Context: an optimization exercise on an open-source flow, tuned for small area, a short achievable clock period and few clock cycles. The choices shown serve that exercise and are no tape-out recipe. RTL that was checked went through simulation tests only; none was proved equivalent to the original. Function not checked in runs 2 to 6: the RTL went through the layout flow alone. No activity file was given, so power comes from the tool's default toggle rates.

==> design.v <==
package rt_pkg;
    localparam int unsigned CAMERA_IW = 16;
    localparam int unsigned CAMERA_QW = 16;
    localparam int unsigned CAMERA_WL = CAMERA_IW + CAMERA_QW;
    typedef logic [1:0] rt_frag_state_t;
    localparam rt_frag_state_t StIdle  = 2'd0;
    localparam rt_frag_state_t StRun   = 2'd1;
    localparam rt_frag_state_t StDrain = 2'd2;
    typedef struct packed {
        logic [31:0]          data;
        logic                 last;
    } rt_frag_t;
endpackage
module rt_rgu #(
    parameter int unsigned IW = rt_pkg::CAMERA_IW,
    parameter int unsigned WL = rt_pkg::CAMERA_WL
) (
    input  logic [IW-1:0] pixel_x,
    input  logic [IW-1:0] pixel_y,
    input  logic [WL-1:0] camera_center_x,
    input  logic [WL-1:0] camera_center_y,
    input  logic [WL-1:0] camera_center_z,
    input  logic [WL-1:0] pixel_delta_u_x,
    input  logic [WL-1:0] pixel_delta_u_y,
    input  logic [WL-1:0] pixel_delta_u_z,
    input  logic [WL-1:0] pixel_delta_v_x,
    input  logic [WL-1:0] pixel_delta_v_y,
    input  logic [WL-1:0] pixel_delta_v_z,
    input  logic [WL-1:0] pixel_00_loc_x,
    input  logic [WL-1:0] pixel_00_loc_y,
    input  logic [WL-1:0] pixel_00_loc_z,
    output logic [WL-1:0] ray_direction_x,
    output logic [WL-1:0] ray_direction_y,
    output logic [WL-1:0] ray_direction_z
);
    logic [WL-1:0] px;
    logic [WL-1:0] py;
    assign px = WL'(pixel_x);
    assign py = WL'(pixel_y);
    assign ray_direction_x = pixel_00_loc_x + px * pixel_delta_u_x + py * pixel_delta_v_x
                             - camera_center_x;
    assign ray_direction_y = pixel_00_loc_y + px * pixel_delta_u_y + py * pixel_delta_v_y
                             - camera_center_y;
    assign ray_direction_z = pixel_00_loc_z + px * pixel_delta_u_z + py * pixel_delta_v_z
                             - camera_center_z;
endmodule
module rt_frag_fifo #(
    parameter int unsigned Width = 33,
    parameter int unsigned Depth = 4,
    localparam int unsigned AW = $clog2(Depth),
    localparam int unsigned CW = $clog2(Depth + 1)
) (
    input  logic             clk,
    input  logic             resetn,
    input  logic             flush,
    input  logic             push,
    input  logic [Width-1:0] wdata,
    input  logic             pop,
    output logic [Width-1:0] rdata,
    output logic [CW-1:0]    count,
    output logic             empty,
    output logic             full
);
    logic [Width-1:0] mem_q [Depth];
    logic [AW-1:0]    wr_ptr_q;
    logic [AW-1:0]    rd_ptr_q;
    logic [CW-1:0]    count_q;
    logic             do_push;
    logic             do_pop;
    assign empty   = (count_q == '0);
    assign full    = (count_q == CW'(Depth));
    assign do_pop  = pop & ~empty;
    assign do_push = push & (~full | do_pop);
    always_ff @(posedge clk or negedge resetn) begin
        if (!resetn) begin
            wr_ptr_q <= '0;
            rd_ptr_q <= '0;
            count_q  <= '0;
        end else if (flush) begin
            wr_ptr_q <= '0;
            rd_ptr_q <= '0;
            count_q  <= '0;
        end else begin
            if (do_push) begin
                wr_ptr_q <= wr_ptr_q + AW'(1);
            end
            if (do_pop) begin
                rd_ptr_q <= rd_ptr_q + AW'(1);
            end
            if (do_push && !do_pop) begin
                count_q <= count_q + CW'(1);
            end else if (!do_push && do_pop) begin
                count_q <= count_q - CW'(1);
            end
        end
    end
    always_ff @(posedge clk) begin
        if (do_push) begin
            mem_q[wr_ptr_q] <= wdata;
        end
    end
    assign rdata = mem_q[rd_ptr_q];
    assign count = count_q;
endmodule
module rt_frag_stream #(
    parameter int unsigned IW         = rt_pkg::CAMERA_IW,
    parameter int unsigned QW         = rt_pkg::CAMERA_QW,
    parameter int unsigned LAT        = 3,
    parameter int unsigned FIFO_DEPTH = 4
) (
    input  logic          clk,
    input  logic          resetn,
    input  logic          start,
    input  logic          abort,
    output logic          busy,
    output logic          done,
    input  logic [31:0]   image_width,
    input  logic [31:0]   image_height,
    input  logic [31:0]   camera_center_x,
    input  logic [31:0]   camera_center_y,
    input  logic [31:0]   camera_center_z,
    input  logic [31:0]   pixel_delta_u_x,
    input  logic [31:0]   pixel_delta_u_y,
    input  logic [31:0]   pixel_delta_u_z,
    input  logic [31:0]   pixel_delta_v_x,
    input  logic [31:0]   pixel_delta_v_y,
    input  logic [31:0]   pixel_delta_v_z,
    input  logic [31:0]   pixel_00_loc_x,
    input  logic [31:0]   pixel_00_loc_y,
    input  logic [31:0]   pixel_00_loc_z,
    output logic          m_valid,
    input  logic          m_ready,
    output logic [31:0]   m_data,
    output logic          m_last
);
    localparam int unsigned WL = IW + QW;
    localparam int unsigned FW = 33;
    localparam int unsigned CW = $clog2(FIFO_DEPTH + 1);
    localparam int unsigned OW = $clog2(FIFO_DEPTH + LAT + 2);
    rt_pkg::rt_frag_state_t state_q, state_d;
    logic [IW-1:0]  w_q, w_d, h_q, h_d;
    logic [IW-1:0]  x_q, x_d, y_q, y_d;
    logic [IW-1:0]  img_w, img_h;
    logic           done_q, done_d;
    logic           issue, issue_last, can_issue, pop;
    logic [OW-1:0]  inflight;
    logic [WL-1:0]  ray_x, ray_y, ray_z;
    logic [31:0]    ray_data;
    rt_pkg::rt_frag_t       issue_frag, head;
    logic [FW-1:0]  pipe_q [LAT];
    logic [LAT-1:0] pipe_valid_q;
    logic [FW-1:0]  fifo_rdata;
    logic [CW-1:0]  fifo_count;
    logic           fifo_empty, fifo_full;
    logic           unused_bits;
    assign img_w = image_width[QW +: IW];
    assign img_h = image_height[QW +: IW];
    assign unused_bits = ^{image_width, image_height, ray_y, ray_z, fifo_full};
    rt_rgu #(
        .IW (IW),
        .WL (WL)
    ) u_rgu (
        .pixel_x         (x_q),
        .pixel_y         (y_q),
        .camera_center_x (camera_center_x[WL-1:0]),
        .camera_center_y (camera_center_y[WL-1:0]),
        .camera_center_z (camera_center_z[WL-1:0]),
        .pixel_delta_u_x (pixel_delta_u_x[WL-1:0]),
        .pixel_delta_u_y (pixel_delta_u_y[WL-1:0]),
        .pixel_delta_u_z (pixel_delta_u_z[WL-1:0]),
        .pixel_delta_v_x (pixel_delta_v_x[WL-1:0]),
        .pixel_delta_v_y (pixel_delta_v_y[WL-1:0]),
        .pixel_delta_v_z (pixel_delta_v_z[WL-1:0]),
        .pixel_00_loc_x  (pixel_00_loc_x[WL-1:0]),
        .pixel_00_loc_y  (pixel_00_loc_y[WL-1:0]),
        .pixel_00_loc_z  (pixel_00_loc_z[WL-1:0]),
        .ray_direction_x (ray_x),
        .ray_direction_y (ray_y),
        .ray_direction_z (ray_z)
    );
    if (WL >= 32) begin : g_trunc
        assign ray_data = ray_x[31:0];
    end else begin : g_sext
        assign ray_data = {{(32 - WL){ray_x[WL-1]}}, ray_x};
    end
    always_comb begin
        inflight = '0;
        for (int i = 0; i < LAT; i++) begin
            inflight = inflight + OW'(pipe_valid_q[i]);
        end
    end
    assign pop        = ~fifo_empty & m_ready;
    assign can_issue  = (OW'(fifo_count) + inflight) < (OW'(FIFO_DEPTH) + OW'(pop));
    assign issue      = (state_q == rt_pkg::StRun) & ~abort & can_issue;
    assign issue_last = (x_q == w_q - IW'(1)) & (y_q == h_q - IW'(1));
    always_comb begin
        issue_frag      = '0;
        issue_frag.data = ray_data;
        issue_frag.last = issue_last;
    end
    always_ff @(posedge clk or negedge resetn) begin
        if (!resetn) begin
            pipe_valid_q <= '0;
            for (int i = 0; i < LAT; i++) begin
                pipe_q[i] <= '0;
            end
        end else begin
            pipe_valid_q[0] <= issue;
            pipe_q[0]       <= issue_frag;
            for (int i = 1; i < LAT; i++) begin
                pipe_valid_q[i] <= pipe_valid_q[i-1] & ~abort;
                pipe_q[i]       <= pipe_q[i-1];
            end
        end
    end
    rt_frag_fifo #(
        .Width (FW),
        .Depth (FIFO_DEPTH)
    ) u_fifo (
        .clk    (clk),
        .resetn (resetn),
        .flush  (abort),
        .push   (pipe_valid_q[LAT-1]),
        .wdata  (pipe_q[LAT-1]),
        .pop    (pop),
        .rdata  (fifo_rdata),
        .count  (fifo_count),
        .empty  (fifo_empty),
        .full   (fifo_full)
    );
    assign head = fifo_rdata;
    always_comb begin
        state_d = state_q;
        w_d     = w_q;
        h_d     = h_q;
        x_d     = x_q;
        y_d     = y_q;
        done_d  = 1'b0;
        if (abort) begin
            state_d = rt_pkg::StIdle;
        end else begin
            case (state_q)
                rt_pkg::StIdle: begin
                    if (start) begin
                        w_d = img_w;
                        h_d = img_h;
                        x_d = '0;
                        y_d = '0;
                        if (img_w != '0 && img_h != '0) begin
                            state_d = rt_pkg::StRun;
                        end else begin
                            done_d = 1'b1;
                        end
                    end
                end
                rt_pkg::StRun: begin
                    if (issue) begin
                        if (issue_last) begin
                            state_d = rt_pkg::StDrain;
                        end else if (x_q == w_q - IW'(1)) begin
                            x_d = '0;
                            y_d = y_q + IW'(1);
                        end else begin
                            x_d = x_q + IW'(1);
                        end
                    end
                end
                rt_pkg::StDrain: begin
                    if (pop && head.last) begin
                        done_d  = 1'b1;
                        state_d = rt_pkg::StIdle;
                    end
                end
                default: state_d = rt_pkg::StIdle;
            endcase
        end
    end
    always_ff @(posedge clk or negedge resetn) begin
        if (!resetn) begin
            state_q <= rt_pkg::StIdle;
            w_q     <= '0;
            h_q     <= '0;
            x_q     <= '0;
            y_q     <= '0;
            done_q  <= 1'b0;
        end else begin
            state_q <= state_d;
            w_q     <= w_d;
            h_q     <= h_d;
            x_q     <= x_d;
            y_q     <= y_d;
            done_q  <= done_d;
        end
    end
    assign busy    = (state_q != rt_pkg::StIdle);
    assign done    = done_q;
    assign m_valid = ~fifo_empty;
    assign m_data  = fifo_empty ? '0 : head.data;
    assign m_last  = ~fifo_empty & head.last;
endmodule
==> run.sh <==
#!/bin/bash
# synth_recipe.tcl (not shown) runs the flow's synth.tcl, then flattens the netlist and writes it again
# the make line also repeats each setting of config.mk as NAME=value (left out here)
make -C /OpenROAD-flow-scripts/flow DESIGN_CONFIG=/design/flow/config.mk WORK_HOME=/design/flow/orfs CLKGATE_MAP_FILE= SYNTH_SCRIPT=/design/flow/synth_recipe.tcl finish
==> config.mk <==
export PLATFORM = sky130hd
export DESIGN_NAME = rt_frag_stream
export DESIGN_NICKNAME = rt_frag_stream
export VERILOG_FILES = /design/flow/design.v
export SDC_FILE = /design/flow/constraint.sdc
export NUM_CORES = 4
export LEC_CHECK = 0
export CAP_MARGIN = 20
export CORE_MARGIN = 2
export CORE_UTILIZATION = 40
export SLEW_MARGIN = 20
==> constraint.sdc <==
create_clock -name core_clock -period 10.0 [get_ports {clk}]
set_input_delay 2.0000 -clock core_clock [delete_from_list [all_inputs] [get_ports {clk}]]
set_output_delay 2.0000 -clock core_clock [all_outputs]
set_load 0.01 [all_outputs]
==> results of run 1 <==
==> state kept, by name, summed over array words and instances (netlist names) <==
register / flops
done_q: 1
h_q: 16
pipe_q: 99
pipe_valid_q: 3
state_q: 2
u_fifo.count_q: 3
u_fifo.mem_q: 132
u_fifo.rd_ptr_q: 2
u_fifo.wr_ptr_q: 2
w_q: 16
x_q: 16
y_q: 16
==> cells in the mapped netlist, types with 5 or more instances <==
library cell	number
nand3b_1	6
a21o_1	17
o211ai_1	7
xor2_1	34
and2_1	431
mux2i_1	12
buf_6	5
o2111ai_1	5
ha_1	130
inv_1	802
nor4b_1	7
nor4_1	17
a21oi_1	33
edfxtp_1	132
fa_1	727
nor2b_1	9
o21a_1	6
or4_1	7
nand3_1	17
buf_1	7
mux4_2	33
clkbuf_1	164
o21bai_1	7
xnor2_1	106
o31ai_1	7
nand2_1	526
a21boi_0	5
or2_2	8
dfrtp_1	176
and3_1	6
nand4_1	16
o21ai_0	34
nor2_1	40
a211oi_1	5
nor3_1	26
or3_1	7
nand2b_1	16
==> placed cells by master (no fill, tap or decap), types with 34 or more instances in the layout <==
cell type and n:
and2_1 431, buf_4 115, clkdlybuf4s50_1 199, dfrtp_1 174, edfxtp_1 132, fa_1 727, ha_1 130, inv_1 802
nand2_1 526, nor2_1 39, o21ai_0 34, xnor2_1 106, xor2_1 34
==> area by class of cell <==
| type | instances | area share, % |
|---|---|---|
| repair buffers | 320 | 7.03 |
| well taps | 1254 | 3.72 |
| multi-input cells | 2356 | 59.8 |
| inverters | 802 | 7.13 |
| clock buffers | 40 | 1.96 |
| diodes | 1 | 0.00593 |
| clock inverters | 16 | 0.495 |
| flip-flops and latches | 308 | 19.8 |
==> cells by family after synthesis <==
logic type	count (synthesis)	synth area share, %
buffers and inverters	982	9.99
multiplexers	49	2.43
flip-flops	308	22.4
AND/OR/NAND/NOR	1160	15.8
XOR/XNOR	140	3.28
AO/OA/AOI/OAI	150	2.70
adder cells (fa/ha/maj)	857	43.3
==> power by group through the flow <==
stage,Clock (mW),Combinational (mW),Sequential (mW)
floorplan,0,3.44,1.82
global placement,0,5.43,1.91
detailed placement,0,5.52,1.92
CTS,1.20,5.55,1.89
global route,1.25,6.23,1.93
finish,1.17,5.53,1.89
==> stage by stage <==
| stage | hold WS (ns) | util, % | area, um^2 |
|---|---|---|---|
| finish | 0.331 | 45.4 | 42200 |
| global route | 0.344 | 45.4 | 42200 |
| CTS | 0.332 | 45.4 | 42200 |
| detailed placement | 0.335 | 44.3 | 41200 |
| global placement | 0.331 | 44.3 | 41200 |
| floorplan | 0.331 | - | 37300 |
==> layer usage <==
layer,vias to the layer above,routed length [um],track usage [%]
met2,499,47600,36.1
met5,-,40,0
met4,6,2800,5.69
li1,11154,-,-
met3,117,3750,2.17
met1,12650,37100,25.4
==> final timing paths <==
check	startpoint	slack [ns]	to
min	pipe_q[0][18]$_DFF_PN0_	0.33	pipe_q[1][18]$_DFF_PN0_
max	pixel_delta_v_x[13]	0.65	pipe_q[0][30]$_DFF_PN0_
min reg2reg	pipe_q[0][18]$_DFF_PN0_	0.33	pipe_q[1][18]$_DFF_PN0_
max in group asynchronous	resetn	6.65	w_q[13]$_DFFE_PN0P_
max reg2reg	x_q[2]$_DFFE_PN0P_	1.78	pipe_q[0][30]$_DFF_PN0_
min in group asynchronous	resetn	1.37	u_fifo.rd_ptr_q[0]$_DFFE_PN0P_
==> impl_results.md, run 1 <==
* Number of standard cells in the layout, taps in and fillers out at around 5100
* Cell depth of the worst setup path at 30
* Total routing usage reported by global routing at 20.0%
* DRC violation count after routing at 0
* Upper clock frequency limit at approximately 110 MHz
* Sum of net half-perimeters after detailed placement at approximately 77000 um
* Number of gates resized after CTS at 0
* Root Driver: clkbuf_16
* Number of maximum-capacitance violations at 0
* Top-level port count at around 500
* Port buffer count at 200
* Total area of sequential cells at ~8400 um^2
* Number of enable flip-flop cells after synthesis at about 130
* Status: finished clean
* Cell depth of the worst hold path at 0
* Synth cell types at ~70
* Vias in the first global route at approximately 26000
* Setup bufs post-CTS at 0
* VDD IR max at around 0.25 mV
* Post-placement cell count at about 5000
* Pin count of the biggest net entering global routing at 71
* Synthesized net count at roughly 5000
* Total wirelength of the detailed-routed design at ~90000 um
* First-pass GRT wire length at around 150000 um
* Routed vias/inst at 4.79
* Area fraction of the dominant cell type after synthesis at between 30% and 40%
* GRT Residual Overflow at 0
* Leakage power at between 15 and 20 nW
* Post-synthesis async set-or-reset flop share at around 57%
* Headroom to the max-slew limit at 28.3%
* Worst-margin pin slew at 1.08 ns
* Worst path setup slack after routing at 0.654 ns
* Clock skew at 0.0275 ns
* Worst-case setup slack after placement at between 0.06 and 0.07 ns
* Proportion of power drawn by combinational gates at 64.4%
* Instance count of the mapped netlist at around 3600
* Synth Flop Type: dfrtp_1
* Critical Path End Type: register
* Sequential element share of the synthesized area at 22.4%
* Summed negative setup slack over all endpoints at 0 ns
* Category of cells accounting for the largest share of critical-path delay: adder cells
* Overall power at 8.59 mW
* Number of fill cells at roughly 8800
* Warning count from the yosys run at 4
* Critical path's largest stage delay at ~0.57 ns
* Per-instance average area after synthesis at 10.2 um^2
* Final min period at between 9 and 10 ns
* Worst hold path type: reg -> reg
* CTS tree: built
* Post-DRT Antenna Nets at 0
* Die Width at around 310 um
* Multi-input gate area at roughly 25000 um^2
* Net switching component of the power at approximately 3.7 mW
* Path depth of the worst reg2reg path at 26
* Flops & latches, synth at 308
* Hold buffer count at CTS at 0
* Placement Rows at ~110
* Worst EP arrival at approximately 9.9 ns
* Floorplan die height at between 300 and 400 um
* Syn-to-layout area delta at 13.1%
* Portion of total power attributed to the clock network at between 10% and 20%
* Number of pins exceeding their max-slew limit in the final report at 0
* Final estimated routing congestion in global placement at ~0.89
* Critical path class: in -> reg
* Total via count in the routed design at between 20000 and 25000
* Clock network latency to the later pin of the worst-skew pair at roughly 0.6 ns
* Number of antenna violations at the first check in global routing at 5
* Clock sink count at roughly 310
* Floorplan Core Area at between 90000 and 100000 um^2
* Cts bufs inserted at 30
* Hold Violations, Final at 0
* Number of nets in the finished design at between 5000 and 6000
* Cell taking the most area after synthesis: fa_1
* Post-Syn Area at between 30000 and 40000 um^2
* Worst path buffer plus inverter count at 10
* DRC marker count from the first detailed-route iteration at ~1200
* Data required time of the critical path at between 10 and 15 ns
* Dominant cell type by count on the critical path: fa_1
* Cell types occupying the most area after synthesis: fa_1 39%, dfrtp_1 12%, edfxtp_1 11%
* Ratio of final minimum period to clock period at 93.5%
* Clock transition at the registers of the reported paths at approximately 0.07 ns
* Initial Util at between 40% and 50%
* Bufs on Longest Clock Path at 3
* Floorplan die area at 95800 um^2
* Crit path max-delay cell type: clkdlybuf4s50_1
* Unrepaired setup endpoints after global routing: no
* Share of power burned in registers at 22.0%
* Final routed wire length divided by cell count at about 18 um
* Internal portion of total power at roughly 5 mW
* H-tree depth at 1
* Sw Ratio at 43.1%
* Kind of launch point of the worst setup path: input pin
* PD cells at 204 nW/um^2
* Pre-antenna DRT Iters at 5
* Maximum net fanout on the critical path at 3
* Share of post-route cells with drive strength above 1 at 6.12%
* Final setup violating endpoints at 0
Testbench counts, summed over its fixed seeds: cycles 26,316.
==> run 2, diff against run 1 <==
==> design.v (replaced) <==
package rt_pkg;
    localparam int unsigned CAMERA_IW = 16;
    localparam int unsigned CAMERA_QW = 16;
    localparam int unsigned CAMERA_WL = CAMERA_IW + CAMERA_QW;
endpackage
module rt_rgu #(
    parameter int unsigned WL = rt_pkg::CAMERA_WL
) (
    input  logic [WL-1:0] base,
    input  logic [WL-1:0] delta,
    input  logic          cin,
    output logic [WL-1:0] next
);
    assign next = base + delta + WL'(cin);
endmodule
module rt_frag_stream #(
    parameter int unsigned IW = rt_pkg::CAMERA_IW,
    parameter int unsigned QW = rt_pkg::CAMERA_QW
) (
    input  logic          clk,
    input  logic          resetn,
    input  logic          start,
    input  logic          abort,
    output logic          busy,
    output logic          done,
    input  logic [31:0]   image_width,
    input  logic [31:0]   image_height,
    input  logic [31:0]   camera_center_x,
    input  logic [31:0]   camera_center_y,
    input  logic [31:0]   camera_center_z,
    input  logic [31:0]   pixel_delta_u_x,
    input  logic [31:0]   pixel_delta_u_y,
    input  logic [31:0]   pixel_delta_u_z,
    input  logic [31:0]   pixel_delta_v_x,
    input  logic [31:0]   pixel_delta_v_y,
    input  logic [31:0]   pixel_delta_v_z,
    input  logic [31:0]   pixel_00_loc_x,
    input  logic [31:0]   pixel_00_loc_y,
    input  logic [31:0]   pixel_00_loc_z,
    output logic          m_valid,
    input  logic          m_ready,
    output logic [31:0]   m_data,
    output logic          m_last
);
    logic [IW-1:0] img_w, img_h;
    logic          unused_bits;
    logic busy_q, init_q, valid_q, done_q;
    logic          lc_q, lr_q, last_q, w1_q;
    logic [IW-1:0] xrem_q, yrem_q, wm1_q;
    logic [31:0]   acc_q, row_q, step_q;
    logic          hs, adv, row_start, lc_d, lr_d;
    logic [IW-1:0] xdec, ydec;
    logic [31:0]   sum;
    assign img_w = image_width[QW +: IW];
    assign img_h = image_height[QW +: IW];
    assign unused_bits = ^{image_width[QW-1:0], image_height[QW-1:0],
                           camera_center_y, camera_center_z,
                           pixel_delta_u_y, pixel_delta_u_z,
                           pixel_delta_v_y, pixel_delta_v_z,
                           pixel_00_loc_y, pixel_00_loc_z};
    assign hs        = valid_q & m_ready;
    assign adv       = init_q | hs;
    assign row_start = init_q | lc_q;
    assign xdec      = xrem_q - IW'(1);
    assign ydec      = yrem_q - IW'(1);
    rt_rgu #(
        .WL (32)
    ) u_rgu (
        .base  (lc_q & ~init_q ? row_q : acc_q),
        .delta (step_q),
        .cin   (init_q),
        .next  (sum)
    );
    always_comb begin
        lc_d = lc_q;
        lr_d = lr_q;
        if (init_q) begin
            lc_d = (xrem_q == IW'(1));
            lr_d = (yrem_q == IW'(1));
        end else if (hs) begin
            if (lc_q) begin
                lc_d = w1_q;
                lr_d = (yrem_q == IW'(1));
            end else begin
                lc_d = (xrem_q == IW'(1));
            end
        end
    end
    always_ff @(posedge clk or negedge resetn) begin
        if (!resetn) begin
            busy_q  <= 1'b0;
            init_q  <= 1'b0;
            valid_q <= 1'b0;
            done_q  <= 1'b0;
        end else begin
            done_q <= 1'b0;
            init_q <= 1'b0;
            if (abort) begin
                busy_q  <= 1'b0;
                valid_q <= 1'b0;
            end else if (!busy_q) begin
                if (start) begin
                    if (img_w != '0 && img_h != '0) begin
                        busy_q <= 1'b1;
                        init_q <= 1'b1;
                    end else begin
                        done_q <= 1'b1;
                    end
                end
            end else if (init_q) begin
                valid_q <= 1'b1;
            end else if (hs && last_q) begin
                busy_q  <= 1'b0;
                valid_q <= 1'b0;
                done_q  <= 1'b1;
            end
        end
    end
    always_ff @(posedge clk) begin
        step_q <= !busy_q ? ~camera_center_x
                : (lc_d ? pixel_delta_v_x : pixel_delta_u_x);
        if (!busy_q) begin
            acc_q  <= pixel_00_loc_x;
            row_q  <= pixel_00_loc_x;
            xrem_q <= img_w;
            yrem_q <= img_h;
        end else if (adv) begin
            acc_q  <= sum;
            lc_q   <= lc_d;
            lr_q   <= lr_d;
            last_q <= lc_d & lr_d;
            if (row_start) begin
                row_q  <= sum;
                yrem_q <= ydec;
            end
            if (init_q) begin
                xrem_q <= xdec;
                wm1_q  <= xdec;
                w1_q   <= (xrem_q == IW'(1));
            end else if (lc_q) begin
                xrem_q <= wm1_q;
            end else begin
                xrem_q <= xdec;
            end
        end
    end
    assign busy    = busy_q;
    assign done    = done_q;
    assign m_valid = valid_q;
    assign m_data  = acc_q;
    assign m_last  = last_q;
endmodule
==> impl_results.md, run 2 <==
* Cell depth of the worst hold path at 1 (+1)
* Antenna diode instance count at 0 (-1)
* Pin count of the biggest net entering global routing at 59 (-17%)
* Number of nets in the finished design at 1454 (-72%)
* Worst hold path type: reg -> reg
* Number of maximum-capacitance violations at 0 (unchanged)
* Most frequent standard cell in the layout excluding fill and tap cells: clkdlybuf4s50_1
* Routed length on met1 at 9720 um (-74%)
* Setup slack of the worst register-to-register path at 5.43 ns (+3.65 ns)
* Root Driver: clkbuf_16
* Clock network latency to the later pin of the worst-skew pair at 0.42 ns (-0.17 ns)
* Sum of net half-perimeters after detailed placement at 15900 um (-79%)
* Floorplan Core Area at 21200 um^2 (-77%)
* CTS tree: built
* Total routing usage reported by global routing at 19.2% (-0.78 points)
* PD cells at 197 nW/um^2 (-3.1%)
* Cts bufs inserted at 17 (-43%)
* Synth Area in Simple Gates at 11.7% (-4.2 points)
* Post-DRT Antenna Nets at 0 (unchanged)
* Top Registers: acc_q (32), row_q (32), step_q (32)
* Hold buffer count at CTS at 0 (unchanged)
* Area fraction in compound gates after synthesis at 11.4% (+8.7 points)
* Pre-antenna DRT Iters at 5 (unchanged)
* H-tree depth at 4 (+3)
* Critical path class: reg -> reg
* Worst-case setup slack after placement at 5.41 ns (+5.34 ns)
* Uppermost layer routed: met4
* Met3 wire length at 1520 um (-59%)
* Post-synthesis async set-or-reset flop share at 2.63% (-55 points)
* Number of enable flip-flop cells after synthesis at 116 (-12%)
* Unrepaired setup endpoints after global routing: no
* Area share of fa/ha/maj cells after synthesis at 5.35% (-38 points)
* Final routed wire length divided by cell count at 17.3 um (-3.5%)
* Number of pins exceeding their max-slew limit in the final report at 0 (unchanged)
* Floorplan die area at 23000 um^2 (-76%)
* Kind of launch point of the worst setup path: register
* Status: finished clean
* Critical Path End Type: register
* Summed negative setup slack over all endpoints at 0 ns (unchanged)
* Number of antenna violations at the first check in global routing at 0 (-5)
* Hold Violations, Final at 0 (unchanged)
* First-pass GRT wire length at 33700 um (-77%)
* Initial Util at 41.0% (+0.84 points)
* Worst-margin pin slew at 0.920 ns (-0.155 ns)
* Bufs on Longest Clock Path at 2 (-1)
* Clock transition at the registers of the reported paths at 0.06 ns (about the same)
* Final setup violating endpoints at 0 (unchanged)
* Path depth of the worst reg2reg path at 11 (-58%)
* Worst path setup slack after routing at 5.43 ns (+4.78 ns)
* Area fraction of the dominant cell type after synthesis at 40.0% (+1.0 points)
* Post-Synth XOR/XNOR Area at 4.63% (+1.3 points)
* Dominant combinational cell family by area after synthesis: multiplexers
* Warning count from the yosys run at 1 (-3)
* Per-instance average area after synthesis at 11.3 um^2 (+10%)
* GRT Residual Overflow at 0 (unchanged)
* Instance count of the mapped netlist at 773 (-79%)
* Post-route core utilization at 54.2% (+8.8 points)
* DRC marker count from the first detailed-route iteration at 324 (-74%)
* Clock sink count at 152 (-51%)
* Leakage power at 4.22 nW (-77%)
* Synth Flop Type: edfxtp_1
* Port buffer count at 200 (unchanged)
* Vias in the first global route at 6536 (-75%)
* Post-Syn Area at 8710 um^2 (-77%)
* Upper clock frequency limit at 219 MHz (+100%)
* Total wirelength of the detailed-routed design at 21700 um (-76%)
* DRC violation count after routing at 0 (unchanged)
* Flops & latches, synth at 152 (-51%)
* Clock skew at 0.0104 ns (-0.0171 ns)
* Number of fill cells at 1923 (-78%)
* Top-level port count at 489 (unchanged)
* Total via count in the routed design at 6598 (-73%)
* Placement Rows at 53 (-53%)
* Die Width at 152 um (-51%)
* Post-placement cell count at 1221 (-76%)
* Setup bufs post-CTS at 0 (unchanged)
* Met2 Routed Length at 10100 um (-79%)
* Synthesized net count at 1262 (-75%)
* Mux cell area share after synthesis at 15.7% (+13 points)
* Syn-to-layout area delta at 32.1%
* Most numerous cell types in the synthesized netlist: 116 x edfxtp_1, 71 x mux2i_1, 62 x nor2_1, 58 x mux2_2, 54 x a21oi_1
* Cell types occupying the most area after synthesis: edfxtp_1 40%, mux2i_1 8.2%, mux2_2 7.5%
* Share of post-route cells with drive strength above 1 at 11.1% (+4.9 points)
* Headroom to the max-slew limit at 38.6% (+10 points)
* Worst EP arrival at 4.74 ns (-5.11 ns)
* Endpoint of the worst-slack reg-to-reg timing path: row_q[21]$_DFFE_PP_
* Data required time of the critical path at 10.17 ns (-0.33 ns)
* Synth cell types at 69 (+1.5%)
* Routed vias/inst at 5.27 (+10%)
* Ratio of final minimum period to clock period at 45.7% (-48 points)
* Maximum net fanout on the critical path at 37 (+34)
* Overall power at 2.27 mW (-74%)
* Top library cells by usage in the layout, fill and taps aside: 200 x clkdlybuf4s50_1, 116 x edfxtp_1, 71 x mux2i_1
* Sequential element share of the synthesized area at 48.5% (+26 points)
* Number of standard cells in the layout, taps in and fillers out at 1252 (-75%)
* Number of gates resized after CTS at 0 (unchanged)
* Startpoint of the most critical hold path: last_q$_DFFE_PP_
* Final estimated routing congestion in global placement at 0.901 (+1.6%)
* VDD IR max at 0.0951 mV (-61%)
* Final min period at 4.57 ns (-4.78 ns)
* Floorplan die height at 152 um (-51%)
* Hold worst-path end: busy_q$_DFF_PN0_
* Most frequent cell after synthesis: edfxtp_1
* Cell taking the most area after synthesis: edfxtp_1
* Launch point of the worst reg-to-reg path: init_q$_DFF_PN0_
* Setup crit start: init_q$_DFF_PN0_
[run 2: layout make-up]
type | count | area, um^2 | area share (%)
Sequential cell | 152 | 4230 | 36.8
Tap cell | 275 | 344 | 2.99
Multi-Input combinational cell | 571 | 4250 | 36.9
Clock inverter | 12 | 128 | 1.11
Timing Repair Buffer | 206 | 2050 | 17.8
Inverter | 17 | 63.8 | 0.555
Clock buffer | 19 | 443 | 3.85
[run 2: kinds of logic after synthesis]
kind of cell	Yosys count
muxes	129
AOI/OAI and AO/OA	154
xor gates and xnor gates	46
adders and majority gates	36
buffers and inverters	50
DFF	152
and+or+nand+nor	206
[run 2: worst max path at each step]
stage | depth (start not counted) | slack [ns] | to
after floorplan | 12 | 6.14 | acc_q[31]$_DFFE_PP_
after global placement | 11 | 5.34 | row_q[26]$_DFFE_PP_
after detailed placement | 11 | 5.41 | row_q[26]$_DFFE_PP_
after CTS | 11 | 5.41 | row_q[26]$_DFFE_PP_
after global routing | 11 | 5.10 | acc_q[26]$_DFFE_PP_
final | 11 | 5.43 | row_q[21]$_DFFE_PP_
[run 2: where the power goes]
group	switching, mW	internal (mW)	leakage (nW)
combinational	0.399	0.379	2.47
sequential	0.0491	0.815	1.48
clock	0.255	0.371	0.271
[run 2: worst max-delay path: stages (launching register included)]
cell	delay (ns)
dfrtp_1	0.42
and2b_2	0.78
buf_4	0.46
mux2_2	0.40
ha_1	0.40
nand2_1	0.14
nor2_1	0.42
nand4_1	0.15
nor3_1	0.54
nor2_1	0.12
xnor2_1	0.19
mux2_2	0.29
[run 2: stage by stage]
stage | hold WS [ns] | cell area, um^2
after floorplan | 0.519 | 8710
final | 0.548 | 11500
after CTS | 0.546 | 11500
after global routing | 0.588 | 11500
after global placement | 0.542 | 10900
after detailed placement | 0.545 | 10900
[run 2: routing by layer]
| metal | vias to the layer above | global-route usage (%) |
|---|---|---|
| li1 | 3287 | - |
| met1 | 3103 | 25.2 |
| met2 | 189 | 31.3 |
| met3 | 19 | 5.90 |
| met4 | 0 | 4.63 |
| met5 | - | 0 |
==> run 3, diff against run 2 <==
--- a/design.v
+++ b/design.v
@@ -48,7 +48,7 @@
     logic          lc_q, lr_q, last_q, w1_q;
     logic [IW-1:0] xrem_q, yrem_q, wm1_q;
     logic [31:0]   acc_q, row_q, step_q;
-    logic          hs, adv, row_start, lc_d, lr_d;
+    logic          idle, hs, adv, row_start, lc_a, lr_a;
     logic [IW-1:0] xdec, ydec;
     logic [31:0]   sum;
     assign img_w = image_width[QW +: IW];
@@ -58,6 +58,7 @@
                            pixel_delta_u_y, pixel_delta_u_z,
                            pixel_delta_v_y, pixel_delta_v_z,
                            pixel_00_loc_y, pixel_00_loc_z};
+    assign idle      = ~(init_q | valid_q);
     assign hs        = valid_q & m_ready;
     assign adv       = init_q | hs;
     assign row_start = init_q | lc_q;
@@ -66,24 +67,19 @@
     rt_rgu #(
         .WL (32)
     ) u_rgu (
-        .base  (lc_q & ~init_q ? row_q : acc_q),
+        .base  (lc_q ? row_q : acc_q),
         .delta (step_q),
         .cin   (init_q),
         .next  (sum)
     );
     always_comb begin
-        lc_d = lc_q;
-        lr_d = lr_q;
-        if (init_q) begin
-            lc_d = (xrem_q == IW'(1));
-            lr_d = (yrem_q == IW'(1));
-        end else if (hs) begin
-            if (lc_q) begin
-                lc_d = w1_q;
-                lr_d = (yrem_q == IW'(1));
-            end else begin
-                lc_d = (xrem_q == IW'(1));
-            end
+        lc_a = (xrem_q == IW'(1));
+        lr_a = lr_q;
+        if (row_start) begin
+            lr_a = (yrem_q == IW'(1));
+        end
+        if (lc_q) begin
+            lc_a = w1_q;
         end
     end
     always_ff @(posedge clk or negedge resetn) begin
@@ -117,18 +113,19 @@
         end
     end
     always_ff @(posedge clk) begin
-        step_q <= !busy_q ? ~camera_center_x
-                : (lc_d ? pixel_delta_v_x : pixel_delta_u_x);
-        if (!busy_q) begin
+        if (idle) begin
+            step_q <= ~camera_center_x;
             acc_q  <= pixel_00_loc_x;
             row_q  <= pixel_00_loc_x;
             xrem_q <= img_w;
             yrem_q <= img_h;
+            lc_q   <= 1'b0;
         end else if (adv) begin
+            step_q <= lc_a ? pixel_delta_v_x : pixel_delta_u_x;
             acc_q  <= sum;
-            lc_q   <= lc_d;
-            lr_q   <= lr_d;
-            last_q <= lc_d & lr_d;
+            lc_q   <= lc_a;
+            lr_q   <= lr_a;
+            last_q <= lc_a & lr_a;
             if (row_start) begin
                 row_q  <= sum;
                 yrem_q <= ydec;
==> impl_results.md, run 3 <==
* Share of post-route cells with drive strength above 1 at 9.39% (-1.7 points)
* CTS tree: built
* Clock network latency to the later pin of the worst-skew pair at 0.44 ns (+0.02 ns)
* First-pass GRT wire length at 36800 um (+9.4%)
* Clock sink count at 152 (unchanged)
* Status: finished clean
* Cell types occupying the most area after synthesis: edfxtp_1 49%, ha_1 4.7%, mux2_2 4.5%
* Worst hold path type: reg -> reg
* Number of pins exceeding their max-slew limit in the final report at 0 (unchanged)
* Overall power at 2.15 mW (-5.0%)
* Flops & latches, synth at 152 (unchanged)
* Warning count from the yosys run at 1 (unchanged)
* PD cells at 182 nW/um^2 (-7.7%)
* Unrepaired setup endpoints after global routing: no
* Hold Violations, Final at 0 (unchanged)
* Launch point of the worst reg-to-reg path: lc_q$_SDFFE_PP0N_
* Final routed wire length divided by cell count at 18.3 um (+5.9%)
* Post-Syn Area at 9000 um^2 (+3.3%)
* Critical Path End Type: register
* Post-placement cell count at 1280 (+4.8%)
* Total routing usage reported by global routing at 20.3% (+1.0 points)
* Kind of launch point of the worst setup path: register
* Post-route core utilization at 53.9% (-0.28 points)
* Maximum net fanout on the critical path at 25 (-32%)
* Pre-antenna DRT Iters at 6 (+1)
* Per-instance average area after synthesis at 10.8 um^2 (-3.7%)
* VDD IR max at 0.0894 mV (-6.0%)
* Initial Util at 41.0% (-0.052 points)
* Number of standard cells in the layout, taps in and fillers out at 1314 (+5.0%)
* Port buffer count at 200 (unchanged)
* Floorplan Core Area at 22000 um^2 (+3.5%)
* Number of nets in the finished design at 1509 (+3.8%)
* Endpoint of the worst-slack reg-to-reg timing path: acc_q[30]$_DFFE_PP_
* Hold worst-path end: init_q$_DFF_PN0_
* Floorplan die height at 154 um (+1.6%)
* Final setup violating endpoints at 0 (unchanged)
* Top-level port count at 489 (unchanged)
* Top Registers: acc_q (32), row_q (32), step_q (32)
* GRT Residual Overflow at 0 (unchanged)
* Data required time of the critical path at 10.29 ns (+0.12 ns)
* Number of gates resized after CTS at 0 (unchanged)
* Final min period at 3.85 ns (-0.720 ns)
* Root Driver: clkbuf_16
* Upper clock frequency limit at 260 MHz (+19%)
* Ratio of final minimum period to clock period at 38.5% (-7.2 points)
* Instance count of the mapped netlist at 830 (+7.4%)
* Most numerous cell types in the synthesized netlist: 147 x edfxtp_1, 106 x nand2_1, 71 x a21oi_1, 67 x o21ai_0, 66 x nor2_1
* Sequential element share of the synthesized area at 50.4% (+1.9 points)
* Cell depth of the worst hold path at 1 (unchanged)
* Floorplan die area at 23700 um^2 (+3.3%)
* Cell taking the most area after synthesis: edfxtp_1
* Setup bufs post-CTS at 0 (unchanged)
* Most frequent standard cell in the layout excluding fill and tap cells: clkdlybuf4s50_1
* Syn-to-layout area delta at 31.6%
* Total wirelength of the detailed-routed design at 24100 um (+11%)
* Number of enable flip-flop cells after synthesis at 147 (+27%)
* Top library cells by usage in the layout, fill and taps aside: 200 x clkdlybuf4s50_1, 147 x edfxtp_1, 105 x nand2_1
* Post-synthesis async set-or-reset flop share at 2.63% (unchanged)
* Total via count in the routed design at 7066 (+7.1%)
* Setup slack of the worst register-to-register path at 6.15 ns (+0.72 ns)
* Headroom to the max-slew limit at 36.7% (-1.9 points)
* Path depth of the worst reg2reg path at 10 (-1)
* Final estimated routing congestion in global placement at 0.849 (-5.8%)
* Sum of net half-perimeters after detailed placement at 17300 um (+8.7%)
* Cts bufs inserted at 17 (unchanged)
* Leakage power at 4.49 nW (+6.3%)
* Placement Rows at 54 (+1.9%)
* Number of maximum-capacitance violations at 0 (unchanged)
* H-tree depth at 4 (unchanged)
* Number of antenna violations at the first check in global routing at 5 (+5)
* Synth Flop Type: edfxtp_1
* Min Hold Slack at 0.536 ns (-0.0125 ns)
* Pin count of the biggest net entering global routing at 92 (+56%)
* Critical path class: reg -> reg
* Clock transition at the registers of the reported paths at 0.07 ns (about the same)
* Hold buffer count at CTS at 0 (unchanged)
* Synth cell types at 61 (-12%)
* Worst EP arrival at 4.14 ns (-0.60 ns)
* Clock skew at 0.0124 ns (+0.00203 ns)
* DRC violation count after routing at 0 (unchanged)
* Synthesized net count at 1319 (+4.5%)
* Most frequent cell after synthesis: edfxtp_1
* Bufs on Longest Clock Path at 2 (unchanged)
* Worst-margin pin slew at 0.950 ns (+0.0294 ns)
* Area fraction of the dominant cell type after synthesis at 49.1% (+9.0 points)
* Die Width at 154 um (+1.6%)
* Routed vias/inst at 5.38 (+2.0%)
* Startpoint of the most critical hold path: busy_q$_DFF_PN0_
* Vias in the first global route at 7072 (+8.2%)
* DRC marker count from the first detailed-route iteration at 362 (+12%)
* Post-DRT Antenna Nets at 0 (unchanged)
* Summed negative setup slack over all endpoints at 0 ns (unchanged)
==> run 3: layout make-up <==
cell class	count	area, um^2
Fill cell	1975	10100
Sequential cell	152	4540
Multi-Input combinational cell	629	4220
Timing Repair Buffer	207	2060
Clock buffer	17	425
Tap cell	280	350
Clock inverter	15	198
Inverter	13	48.8
Antenna cell	1	2.50
==> run 3: cells by family (layout without fill, tap and decap cells) <==
logic type | count (synthesis) | count (layout) | share of synthesized area [%]
compound gates | 213 | 213 | 13.7
xor+xnor | 49 | 49 | 4.77
fa+ha+maj | 36 | 36 | 5.17
buf+inv | 49 | 252 | 2.91
flops | 152 | 152 | 50.4
mux | 80 | 80 | 10.2
other cells | 0 | 1 | 0
simple gates | 251 | 251 | 12.8
==> run 3: worst max-delay path by stage <==
stage,start,endpoint,slack [ns],depth (start not counted)
finish,lc_q$_SDFFE_PP0N_,acc_q[30]$_DFFE_PP_,6.15,10
floorplan,m_ready,acc_q[0]$_DFFE_PP_,5.60,1
CTS,lc_q$_SDFFE_PP0N_,acc_q[30]$_DFFE_PP_,6.13,10
detailed placement,m_ready,step_q[11]$_DFFE_PP_,5.83,3
global route,lc_q$_SDFFE_PP0N_,row_q[20]$_DFFE_PP_,5.95,10
global placement,m_ready,step_q[13]$_DFFE_PP_,5.84,3
==> run 3: metal layers <==
layer	vias up	global-route usage, %	share of wire (%)
met2	175	34.6	48
met1	3375	25.3	45
met4	2	6.32	1.7
li1	3485	-	-
met5	-	0	0.046
met3	29	5.02	4.8
==> run 3: critical path, stage by stage, from the launching register on <==
cell and delay [ns]:
dfxtp_2 0.56, buf_4 0.44, mux2_2 0.39, ha_1 0.37, o21ai_0 0.10, o21ai_0 0.27, a311oi_1 0.19, a211oi_1 0.61
a221oi_1 0.22, or4_1 0.42, nand3_1 0.12
==> run 3: where the power goes <==
part | leakage (nW) | total [mW] | internal [mW] | switching, mW
Combinational | 2.59 | 0.618 | 0.292 | 0.325
Clock | 0.308 | 0.684 | 0.384 | 0.301
Sequential | 1.59 | 0.853 | 0.809 | 0.0438
Total | 4.49 | 2.15 | 1.48 | 0.670
==> run 3: through the flow <==
step | instance area, um^2 | worst slack (ns)
floorplan | 9000 | 5.60
global placement | 11200 | 5.84
detailed placement | 11200 | 5.83
CTS | 11800 | 6.13
global route | 11800 | 5.95
finish | 11800 | 6.15
==> run 4, diff against run 3 <==
--- a/config.mk
+++ b/config.mk
@@ -5,7 +5,9 @@
 export SDC_FILE = /design/flow/constraint.sdc
 export NUM_CORES = 4
 export LEC_CHECK = 0
+export ABC_CLOCK_PERIOD_IN_PS = 2000
 export CAP_MARGIN = 20
 export CORE_MARGIN = 2
 export CORE_UTILIZATION = 40
+export CTS_BUF_LIST = sky130_fd_sc_hd__clkbuf_4 sky130_fd_sc_hd__clkbuf_8
 export SLEW_MARGIN = 20
==> impl_results.md, run 4 <==
* Status: finished clean
* Portion of total power attributed to the clock network at 25.9% (-5.9 points)
* Floorplan Core Area at 22000 um^2 (unchanged)
* Data required time of the critical path at 10.32 ns (+0.03 ns)
* Bufs on Longest Clock Path at 2 (unchanged)
* Clock network latency to the later pin of the worst-skew pair at 0.47 ns (+0.03 ns)
* Critical path class: reg -> reg
* Post-place instance area at 11200 um^2 (unchanged)
* DRC violation count after routing at 0 (unchanged)
* Category of cells accounting for the largest share of critical-path delay: compound AO/OA/AOI/OAI gates
* Summed negative setup slack over all endpoints at 0 ns (unchanged)
* Min Hold Slack at 0.541 ns (+0.00464 ns)
* Cell taking the most area after synthesis: edfxtp_1
* Overall power at 1.98 mW (-7.9%)
* Instance count of the mapped netlist at 830 (unchanged)
* Worst path buffer plus inverter count at 1 (unchanged)
* Hold buffer count at CTS at 0 (unchanged)
* Clock skew at 0.0165 ns (+0.00412 ns)
* Critical Path End Type: register
* Sw Ratio at 32.5% (+1.5 points)
* Syn-to-layout area delta at 29.4%
* Critical path's largest stage delay at 0.60 ns (about the same)
* Proportion of power drawn by combinational gates at 31.1% (+2.4 points)
* Final estimated routing congestion in global placement at 0.849 (unchanged)
* Unrepaired setup endpoints after global routing: no
* Number of nets in the finished design at 1508 (-0.066%)
* Pin count of the biggest net entering global routing at 92 (unchanged)
* Sequential element share of the synthesized area at 50.4% (unchanged)
* Cell depth of the worst setup path at 10 (unchanged)
* Number of pins exceeding their max-slew limit in the final report at 0 (unchanged)
* Cell depth of the worst hold path at 1 (unchanged)
* Routed vias/inst at 5.38 (about the same)
* Per-instance average area after synthesis at 10.8 um^2 (unchanged)
* First-pass GRT wire length at 36600 um (-0.55%)
* Dominant cell type by count on the critical path: o21ai_0
* Net switching component of the power at 646 uW (-3.6%)
* Number of antenna violations at the first check in global routing at 5 (unchanged)
* Setup bufs post-CTS at 0 (unchanged)
* Clock transition at the registers of the reported paths at 0.10 ns (+0.03 ns)
* GRT Residual Overflow at 0 (unchanged)
* Post-DRT Antenna Nets at 0 (unchanged)
* Post-synthesis async set-or-reset flop share at 2.63% (unchanged)
* Most frequent standard cell in the layout excluding fill and tap cells: clkdlybuf4s50_1
* Post-Syn Area at 9000 um^2 (unchanged)
* Final routed wire length divided by cell count at 18.2 um (-0.47%)
* Crit path cell chain: buf_4, mux2_2, ha_1, o21ai_0, o21ai_0, a311oi_1, a211oi_1, a221oi_1, or4_1, nand3_1
* Internal portion of total power at 1.34 mW (-9.9%)
* Clock sink count at 152 (unchanged)
* Flops & latches, synth at 152 (unchanged)
* Die Width at 154 um (unchanged)
* Final standard cell area without fillers at 11600 um^2 (-1.7%)
* Placement Rows at 54 (unchanged)
* VDD IR max at 0.0848 mV (-5.1%)
* Initial Util at 41.0% (unchanged)
* Top-level port count at 489 (unchanged)
* Leakage power at 4.40 nW (-2.1%)
* Share of power burned in registers at 43.0% (+3.4 points)
* Total via count in the routed design at 7063 (-0.042%)
* Synth Flop Type: edfxtp_1
* DRC marker count from the first detailed-route iteration at 396 (+9.4%)
* Number of enable flip-flop cells after synthesis at 147 (unchanged)
* Floorplan die height at 154 um (unchanged)
* Worst EP arrival at 4.19 ns (+0.05 ns)
* Upper clock frequency limit at 258 MHz (-0.48%)
* Top Registers: acc_q (32), row_q (32), step_q (32)
* Most numerous cell types in the synthesized netlist: 147 x edfxtp_1, 106 x nand2_1, 71 x a21oi_1, 67 x o21ai_0, 66 x nor2_1
* Worst-margin pin slew at 0.936 ns (-0.0136 ns)
* Synth cell types at 61 (unchanged)
* Kind of launch point of the worst setup path: register
* Total routing usage reported by global routing at 20.0% (-0.21 points)
* Ratio of final minimum period to clock period at 38.7% (+0.19 points)
* Floorplan die area at 23700 um^2 (unchanged)
* Number of maximum-capacitance violations at 0 (unchanged)
* Number of gates resized after CTS at 0 (unchanged)
* Final setup violating endpoints at 0 (unchanged)
* Cell types occupying the most area after synthesis: edfxtp_1 49%, ha_1 4.7%, mux2_2 4.5%
* Most frequent cell after synthesis: edfxtp_1
* Warning count from the yosys run at 1 (unchanged)
* Worst hold path type: reg -> reg
* Vias in the first global route at 7061 (-0.16%)
* Cts bufs inserted at 17 (unchanged)
* Synthesized net count at 1319 (unchanged)
* Port buffer count at 200 (unchanged)
* H-tree depth at 4 (unchanged)
* Pre-antenna DRT Iters at 4 (-2)
* CTS tree: built
* Root Driver: clkbuf_8
* Hold Violations, Final at 0 (unchanged)
* Share of post-route cells with drive strength above 1 at 9.40% (about the same)
* Sum of net half-perimeters after detailed placement at 17300 um (unchanged)
* Maximum net fanout on the critical path at 25 (unchanged)
* Final min period at 3.87 ns (+0.0187 ns)
* Area fraction of the dominant cell type after synthesis at 49.1% (unchanged)
* PD cells at 170 nW/um^2 (-6.4%)
* Top library cells by usage in the layout, fill and taps aside: 200 x clkdlybuf4s50_1, 147 x edfxtp_1, 105 x nand2_1
* Path depth of the worst reg2reg path at 10 (unchanged)
* Headroom to the max-slew limit at 37.6% (+0.90 points)
* Crit path max-delay cell type: a211oi_1
* Total wirelength of the detailed-routed design at 24000 um (-0.47%)
==> run 4: changes by cell type in the layout (fill, tap and decap cells not counted), sizes merged <==
cell / change
buf: -1
diode: +1
==> run 4: metrics by stage <==
stage / cells / utilization, % / setup WS, ns
after global routing: 1313 / 53.0 / 5.94
final: 1314 / 53.0 / 6.13
after detailed placement: 1280 / 51.0 / 5.83
after CTS: 1312 / 53.0 / 6.12
after floorplan: 830 / - / 5.60
after global placement: 1280 / 51.0 / 5.84
==> run 4: metal layers <==
metal / wire, um / vias up / part of all wire [%] / track usage, %
li1: - / 3488 / - / -
met1: 10800 / 3373 / 45 / 25.2
met2: 11600 / 177 / 48 / 34.4
met3: 1200 / 23 / 5.0 / 4.85
met4: 374 / 2 / 1.6 / 5.65
met5: 11 / - / 0.046 / 0
==> run 4: final cells by class <==
type	instances	area, um^2
antenna	2	5.00
clock buffer	17	234
clock inverter	15	198
fill	2013	10300
inverter	13	48.8
multi-input combinational	629	4220
sequential	152	4540
tap	280	350
timing repair buffer	206	2050
==> run 4: kinds of logic after synthesis <==
group                      after synthesis  synth area share (%)
adders and majority gates               36                  5.17
muxes                                   80                  10.2
buffers and inverters                   49                  2.91
and+or+nand+nor                        251                  12.8
AOI/OAI and AO/OA                      213                  13.7
xor gates and xnor gates                49                  4.77
DFF                                    152                  50.4
==> run 4: power groups by stage <==
stage               clock network (mW)  registers, mW  logic [mW]
global route                     0.551          0.861       0.682
detailed placement                   0          0.866       0.615
floorplan                            0          0.867       0.382
finish                           0.514          0.852       0.617
CTS                              0.527          0.853       0.619
global placement                     0          0.864       0.611
==> run 4: path summary, 6_finish.rpt <==
| kind | end | startpoint | slack (ns) |
|---|---|---|---|
| min reg2reg | init_q$_DFF_PN0_ | busy_q$_DFF_PN0_ | 0.54 |
| min | init_q$_DFF_PN0_ | busy_q$_DFF_PN0_ | 0.54 |
| max in group asynchronous | init_q$_DFF_PN0_ | resetn | 8.11 |
| min in group asynchronous | busy_q$_DFF_PN0_ | resetn | 1.73 |
| max reg2reg | acc_q[30]$_DFFE_PP_ | lc_q$_SDFFE_PP0N_ | 6.13 |
| max | acc_q[30]$_DFFE_PP_ | lc_q$_SDFFE_PP0N_ | 6.13 |
==> run 5, diff against run 4 <==
==> flow/run.sh (new file) <==
#!/bin/bash
# Standard ORFS layout, with small fast port buffers and a tighter setup
# target for the resizer's timing repair. Full tool logs stay under orfs/logs;
# make's own output goes to standard_make.log.
set -euo pipefail
export BUFFER_PORTS_ARGS="-buffer_cell sky130_fd_sc_hd__buf_1"
bash standard.sh BUFFER_PORTS_ARGS="$BUFFER_PORTS_ARGS" SETUP_SLACK_MARGIN=6.5 finish > standard_make.log 2>&1
==> standard.sh (new file) <==
#!/bin/bash
# synth_recipe.tcl (not shown) runs the flow's synth.tcl, then flattens the netlist and writes it again
# the make line also repeats each setting of config.mk as NAME=value (left out here)
make -C /OpenROAD-flow-scripts/flow DESIGN_CONFIG=/design/flow/config.mk WORK_HOME=/design/flow/orfs CLKGATE_MAP_FILE= SYNTH_SCRIPT=/design/flow/synth_recipe.tcl "${@:-finish}"
==> config.mk (replaced) <==
export PLATFORM = sky130hd
export DESIGN_NAME = rt_frag_stream
export DESIGN_NICKNAME = rt_frag_stream
export VERILOG_FILES = /design/flow/design.v
export SDC_FILE = /design/flow/constraint.sdc
export NUM_CORES = 4
export LEC_CHECK = 0
export CAP_MARGIN = 20
export CORE_MARGIN = 2
export CORE_UTILIZATION = 40
export SLEW_MARGIN = 20
removed: run.sh
==> impl_results.md, run 5 <==
* Status: finished clean
* Data required time of the critical path at 10.16 ns (-0.16 ns)
* Launch point of the worst reg-to-reg path: acc_q[0]$_DFFE_PP_
* First-pass GRT wire length at 36200 um (-1.2%)
* Unrepaired setup endpoints after global routing: no
* Routed vias/inst at 5.36 (-0.22%)
* Floorplan die area at 23700 um^2 (unchanged)
* Warning count from the yosys run at 1 (unchanged)
* Vias in the first global route at 6930 (-1.9%)
* Pin count of the biggest net entering global routing at 96 (+4.3%)
* Leakage power at 3.94 nW (-10%)
* Top library cells by usage in the layout, fill and taps aside: 200 x buf_1, 147 x edfxtp_1, 105 x nand2_1
* Endpoint of the worst-slack reg-to-reg timing path: acc_q[24]$_DFFE_PP_
* Worst EP arrival at 3.49 ns (-0.70 ns)
* Instance count of the mapped netlist at 830 (unchanged)
* Final standard cell area without fillers at 10700 um^2 (-8.5%)
* Post-synthesis async set-or-reset flop share at 2.63% (unchanged)
* Floorplan Core Area at 22000 um^2 (unchanged)
* Per-instance average area after synthesis at 10.8 um^2 (unchanged)
* Initial Util at 41.0% (unchanged)
* Clock sink count at 152 (unchanged)
* DRC violation count after routing at 0 (unchanged)
* Headroom to the max-slew limit at 34.2% (-3.4 points)
* Startpoint of the most critical hold path: busy_q$_DFF_PN0_
* Most frequent cell after synthesis: edfxtp_1
* Total routing usage reported by global routing at 19.8% (-0.26 points)
* PD cells at 196 nW/um^2 (+15%)
* Critical path class: reg -> reg
* Synth Flop Type: edfxtp_1
* Synth cell types at 61 (unchanged)
* Floorplan die height at 154 um (unchanged)
* Hold Violations, Final at 0 (unchanged)
* Area fraction of the dominant cell type after synthesis at 49.1% (unchanged)
* Share of post-route cells with drive strength above 1 at 10.2% (+0.76 points)
* Synthesized net count at 1319 (unchanged)
* GRT Residual Overflow at 0 (unchanged)
* Post-Syn Area at 9000 um^2 (unchanged)
* Cell depth of the worst hold path at 1 (unchanged)
* Worst-margin pin slew at 0.987 ns (+0.0512 ns)
* Number of pins exceeding their max-slew limit in the final report at 0 (unchanged)
* Post-placement cell count at 1280 (unchanged)
* Post-DRT Antenna Nets at 0 (unchanged)
* Clock network latency to the later pin of the worst-skew pair at 0.43 ns (-0.04 ns)
* Hold worst-path end: init_q$_DFF_PN0_
* Maximum net fanout on the critical path at 5 (-80%)
* Kind of launch point of the worst setup path: register
* Placement Rows at 54 (unchanged)
* Top Registers: acc_q (32), row_q (32), step_q (32)
* Cell types occupying the most area after synthesis: edfxtp_1 49%, ha_1 4.7%, mux2_2 4.5%
* Number of maximum-capacitance violations at 0 (unchanged)
* H-tree depth at 4 (unchanged)
* Die Width at 154 um (unchanged)
* Number of standard cells in the layout, taps in and fillers out at 1315 (+0.076%)
* Final min period at 3.32 ns (-0.545 ns)
* Final routed wire length divided by cell count at 17.9 um (-1.6%)
* Root Driver: clkbuf_16
* Sequential element share of the synthesized area at 50.4% (unchanged)
* Number of antenna violations at the first check in global routing at 4 (-1)
* CTS tree: built
* Bufs on Longest Clock Path at 2 (unchanged)
* DRC marker count from the first detailed-route iteration at 459 (+16%)
* Syn-to-layout area delta at 18.4%
* Cell taking the most area after synthesis: edfxtp_1
* VDD IR max at 0.0889 mV (+4.9%)
* Port buffer count at 200 (unchanged)
* Path depth of the worst reg2reg path at 11 (+1)
* Summed negative setup slack over all endpoints at 0 ns (unchanged)
* Setup slack of the worst register-to-register path at 6.68 ns (+0.54 ns)
* Pre-antenna DRT Iters at 4 (unchanged)
* Post-route core utilization at 48.5% (-4.5 points)
* Upper clock frequency limit at 301 MHz (+16%)
* Number of nets in the finished design at 1510 (+0.13%)
* Worst hold path type: reg -> reg
* Most frequent standard cell in the layout excluding fill and tap cells: buf_1
* Flops & latches, synth at 152 (unchanged)
* Cts bufs inserted at 17 (unchanged)
* Most numerous cell types in the synthesized netlist: 147 x edfxtp_1, 106 x nand2_1, 71 x a21oi_1, 67 x o21ai_0, 66 x nor2_1
* Ratio of final minimum period to clock period at 33.2% (-5.4 points)
* Clock skew at 0.0146 ns (-0.00198 ns)
* Sum of net half-perimeters after detailed placement at 17000 um (-1.7%)
* Top-level port count at 489 (unchanged)
* Clock transition at the registers of the reported paths at 0.07 ns (-0.03 ns)
* Number of enable flip-flop cells after synthesis at 147 (unchanged)
* Post-place instance area at 9950 um^2 (-11%)
* Total via count in the routed design at 7053 (-0.14%)
* Critical Path End Type: register
* Final estimated routing congestion in global placement at 0.827 (-2.6%)
* Final setup violating endpoints at 0 (unchanged)
* Total wirelength of the detailed-routed design at 23600 um (-1.5%)
-- run 5: cell count changes in the layout (fill, tap and decap cells not counted), sizes merged --
cell	before	now
buf	6	208
inv	23	20
clkbuf	17	18
clkinv	3	4
diode	2	1
clkinvlp	0	1
clkdlybuf4s50	200	0
-- run 5: logic make-up (layout without fill, tap and decap cells) --
kind of cell | Yosys count | in the layout | synth area share (%)
compound gates | 213 | 213 | 13.7
flops | 152 | 152 | 50.4
fa+ha+maj | 36 | 36 | 5.17
other cells | 0 | 1 | 0
simple gates | 251 | 251 | 12.8
xor+xnor | 49 | 49 | 4.77
mux | 80 | 80 | 10.2
buf+inv | 49 | 253 | 2.91
-- run 5: critical path, stage by stage, from the launching register on --
cell      delay (ns)
edfxtp_1        0.43
mux2_2          0.30
fa_2            0.38
fa_1            0.43
a21o_1          0.23
a31o_2          0.30
a31oi_2         0.18
a21oi_2         0.14
a41oi_2         0.29
buf_4           0.16
o211ai_1        0.06
nor3b_1         0.17
-- run 5: area by class of cell --
| cell class | instances | area (um^2) |
|---|---|---|
| flip-flops and latches | 152 | 4540 |
| clock buffers | 18 | 429 |
| fillers | 2103 | 11300 |
| multi-input cells | 629 | 4270 |
| well taps | 280 | 350 |
| clock inverters | 14 | 181 |
| inverters | 13 | 48.8 |
| diodes | 1 | 2.50 |
| repair buffers | 208 | 831 |
-- run 5: power breakdown --
part	leakage (nW)	internal, mW	switching, mW	total (mW)
clock	0.296	0.380	0.289	0.670
sequential	1.59	0.809	0.0434	0.852
combinational	2.06	0.226	0.336	0.562
total	3.94	1.42	0.669	2.08
-- run 5: worst max path at each step --
stage / slack (ns) / cells after the start / startpoint / endpoint
after floorplan: 6.50 / 2 / m_ready / row_q[0]$_DFFE_PP_
after global placement: 6.21 / 3 / m_ready / step_q[10]$_DFFE_PP_
after detailed placement: 6.19 / 3 / m_ready / step_q[11]$_DFFE_PP_
after CTS: 6.53 / 10 / lc_q$_SDFFE_PP0N_ / acc_q[30]$_DFFE_PP_
after global routing: 6.52 / 10 / lc_q$_SDFFE_PP0N_ / acc_q[30]$_DFFE_PP_
final: 6.68 / 11 / acc_q[0]$_DFFE_PP_ / acc_q[24]$_DFFE_PP_
-- run 5: what timing repair did --
item                       in CTS  in global routing
setup endpoints to repair      20                 24
pin swaps                       1                  2
gates resized for setup         4                  9
buffers inserted                0                  1
hold endpoints to repair        0                  0
hold buffers                    0                  0
-- run 5: layer usage --
layer  share of wire [%]  GRT usage, %  vias up  wire, um
li1                    -             -     3494         -
met1                  44          25.3     3315     10400
met2                  49          33.2      217     11500
met3                 5.4          4.65       25      1260
met4                 1.9          6.50        2       458
met5               0.068             0        -        16
-- run 5: through the flow --
stage	power (mW)	hold slack (ns)	setup WS, ns
floorplan	1.25	0.519	6.50
global placement	1.40	0.523	6.21
detailed placement	1.41	0.522	6.19
CTS	2.09	0.531	6.53
global route	2.20	0.565	6.52
finish	2.08	0.531	6.68
==> run 6, diff against run 5 <==
==> flow/run.sh (replaced) <==
#!/bin/bash
# Standard ORFS layout, with small fast port buffers and a tighter setup
# target for the resizer's timing repair. Full tool logs stay under orfs/logs;
# make's own output goes to standard_make.log.
set -euo pipefail
export BUFFER_PORTS_ARGS="-buffer_cell sky130_fd_sc_hd__buf_1"
bash standard.sh BUFFER_PORTS_ARGS="$BUFFER_PORTS_ARGS" SETUP_SLACK_MARGIN=7.2 finish > standard_make.log 2>&1
==> impl_results.md, run 6 <==
* H-tree depth at 4 (unchanged)
* Placement Rows at 54 (unchanged)
* Path depth of the worst reg2reg path at 12 (+1)
* Pin count of the biggest net entering global routing at 78 (-19%)
* Met2 Routed Length at 13500 um (+17%)
* Cell types occupying the most area after synthesis: edfxtp_1 49%, ha_1 4.7%, mux2_2 4.5%
* First-pass GRT wire length at 41100 um (+13%)
* Number of pins exceeding their max-slew limit in the final report at 0 (unchanged)
* Area fraction of the dominant cell type after synthesis at 49.1% (unchanged)
* Clock sink count at 152 (unchanged)
* Top library cells by usage in the layout, fill and taps aside: 165 x buf_1, 147 x edfxtp_1, 76 x nand2_1
* CTS tree: built
* Instance count of the mapped netlist at 830 (unchanged)
* Post-synthesis async set-or-reset flop share at 2.63% (unchanged)
* Vias in the first global route at 7511 (+8.4%)
* Worst-margin pin slew at 1.26 ns (+0.272 ns)
* Clock skew at 0.0164 ns (+0.00185 ns)
* Sequential element share of the synthesized area at 50.4% (unchanged)
* Warning count from the yosys run at 1 (unchanged)
* DRC marker count from the first detailed-route iteration at 434 (-5.4%)
* Worst hold path type: reg -> reg
* Number of nets in the finished design at 1585 (+5.0%)
* Cts bufs inserted at 17 (unchanged)
* Upper clock frequency limit at 323 MHz (+7.5%)
* Routed vias/inst at 5.38 (+0.30%)
* Setup crit start: acc_q[0]$_DFFE_PP_
* Synthesized net count at 1319 (unchanged)
* Number of enable flip-flop cells after synthesis at 147 (unchanged)
* Maximum net fanout on the critical path at 2 (-3)
* Unrepaired setup endpoints after global routing: yes
* Met3 wire length at 1600 um (+27%)
* Most numerous cell types in the synthesized netlist: 147 x edfxtp_1, 106 x nand2_1, 71 x a21oi_1, 67 x o21ai_0, 66 x nor2_1
* Min Hold Slack at 0.568 ns (+0.0363 ns)
* Per-instance average area after synthesis at 10.8 um^2 (unchanged)
* Headroom to the max-slew limit at 15.9% (-18 points)
* Final setup violating endpoints at 0 (unchanged)
* Launch point of the worst reg-to-reg path: lc_q$_SDFFE_PP0N_
* Clock network latency to the later pin of the worst-skew pair at 0.44 ns (about the same)
* Startpoint of the most critical hold path: lr_q$_DFFE_PP_
* Final estimated routing congestion in global placement at 0.820 (-0.87%)
* Uppermost layer routed: met4
* Number of maximum-capacitance violations at 0 (unchanged)
* Post-Syn Area at 9000 um^2 (unchanged)
* Most frequent standard cell in the layout excluding fill and tap cells: buf_1
* Final min period at 3.09 ns (-0.231 ns)
* Top-level port count at 489 (unchanged)
* DRC violation count after routing at 0 (unchanged)
* Number of antenna violations at the first check in global routing at 1 (-3)
* Synth Flop Type: edfxtp_1
* Routed length on met1 at 11400 um (+10%)
* Status: finished clean
* Bufs on Longest Clock Path at 2 (unchanged)
* Most frequent cell after synthesis: edfxtp_1
* Endpoint of the worst-slack reg-to-reg timing path: acc_q[19]$_DFFE_PP_
* Hold Violations, Final at 0 (unchanged)
* Leakage power at 4.77 nW (+21%)
* Final routed wire length divided by cell count at 19.6 um (+9.1%)
* Die Width at 154 um (unchanged)
* Setup slack of the worst register-to-register path at 6.91 ns (+0.23 ns)
* Clock transition at the registers of the reported paths at 0.07 ns (about the same)
* Total routing usage reported by global routing at 22.8% (+3.0 points)
* Cell taking the most area after synthesis: edfxtp_1
* Share of post-route cells with drive strength above 1 at 33.5% (+23 points)
* Post-DRT Antenna Nets at 0 (unchanged)
* VDD IR max at 0.0953 mV (+7.2%)
* Floorplan die height at 154 um (unchanged)
* Worst setup path endpoint: m_data[0]
* Initial Util at 41.0% (unchanged)
* Critical path class: reg -> out
* Top Registers: acc_q (32), row_q (32), step_q (32)
* Total wirelength of the detailed-routed design at 27200 um (+15%)
* Worst EP arrival at 1.09 ns (-2.40 ns)
* Hold buffer count at CTS at 0 (unchanged)
* Syn-to-layout area delta at 40.7%
* Critical Path End Type: primary output
* Total via count in the routed design at 7478 (+6.0%)
* GRT Residual Overflow at 0 (unchanged)
* Floorplan die area at 23700 um^2 (unchanged)
* Root Driver: clkbuf_16
* Summed negative setup slack over all endpoints at 0 ns (unchanged)
* PD cells at 188 nW/um^2 (-3.8%)
* Flops & latches, synth at 152 (unchanged)
* Floorplan Core Area at 22000 um^2 (unchanged)
* Sum of net half-perimeters after detailed placement at 17200 um (+1.1%)
* Kind of launch point of the worst setup path: register
* Synth cell types at 61 (unchanged)
* Data required time of the critical path at 8.00 ns (-2.16 ns)
* Pre-antenna DRT Iters at 5 (+1)
* Ratio of final minimum period to clock period at 30.9% (-2.3 points)
* Port buffer count at 200 (unchanged)
[run 6: cell counts after synthesis]
No cell type changed its count.
[run 6: final cells by class]
type	count	area, um^2
Fill cell	1868	9300
Multi-Input combinational cell	635	5500
Sequential cell	152	4540
Timing Repair Buffer	277	1620
Clock buffer	17	425
Tap cell	280	350
Clock inverter	15	179
Inverter	13	48.8
Antenna cell	1	2.50
[run 6: worst max-delay path, cell delays in order, from the launching register on]
cell      delay [ns]
edfxtp_1        0.41
buf_6           0.14
buf_6           0.11
[run 6: report_power, final]
group	leakage [nW]	internal [mW]	switching (mW)	total (mW)
Clock	0.288	0.338	0.313	0.650
Combinational	2.89	0.414	0.459	0.873
Sequential	1.59	0.809	0.0498	0.859
[run 6: logic make-up after synthesis]
logic type / after synthesis / share of synthesized area (%)
adder cells (fa/ha/maj): 36 / 5.17
AND/OR/NAND/NOR: 251 / 12.8
multiplexers: 80 / 10.2
buffers and inverters: 49 / 2.91
flip-flops: 152 / 50.4
XOR/XNOR: 49 / 4.77
AO/OA/AOI/OAI: 213 / 13.7
[run 6: how the worst min path moves through the flow]
stage | to | slack [ns] | depth (start not counted)
6_report | lr_q$_DFFE_PP_ | 0.57 | 2
5_1_grt | lr_q$_DFFE_PP_ | 0.62 | 2
4_1_cts | lr_q$_DFFE_PP_ | 0.57 | 2
3_5_place_dp | init_q$_DFF_PN0_ | 0.52 | 1
3_3_place_gp | init_q$_DFF_PN0_ | 0.52 | 1
2_1_floorplan | lr_q$_DFFE_PP_ | 0.52 | 2
[run 6: what timing repair did]
item                                    CTS  global route
cloned                                    6             1
resized for setup                       201           111
setup buffers                            49            22
pin swaps                                53            33
endpoints found under the setup margin  181           224
hold endpoints to repair                  0             0
[run 6: metrics by stage]
step	utilization [%]	area [um^2]	worst slack (ns)	total power, mW	std cells
finish	57.7	12700	6.91	2.38	1390
CTS	55.3	12100	6.90	2.31	1366
floorplan	-	9190	6.99	1.28	830
global route	57.6	12700	6.83	2.50	1389
global placement	46.0	10100	6.20	1.43	1279
detailed placement	46.0	10100	6.19	1.44	1279
[run 6: routing by layer]
metal | vias to the layer above | GRT usage (%)
met5 | - | 0
met3 | 32 | 4.28
met1 | 3552 | 29.1
li1 | 3656 | -
met2 | 238 | 38.7
met4 | 0 | 8.41

Re-timed with assumed drivers on the ports (clkbuf_16 on the clock, buf_2 on other inputs), run 6 has 6.855 ns of setup slack against 6.906 ns with ideal ports, and 6.896 ns once port delays also move by the mid clock arrival of 0.483 ns.
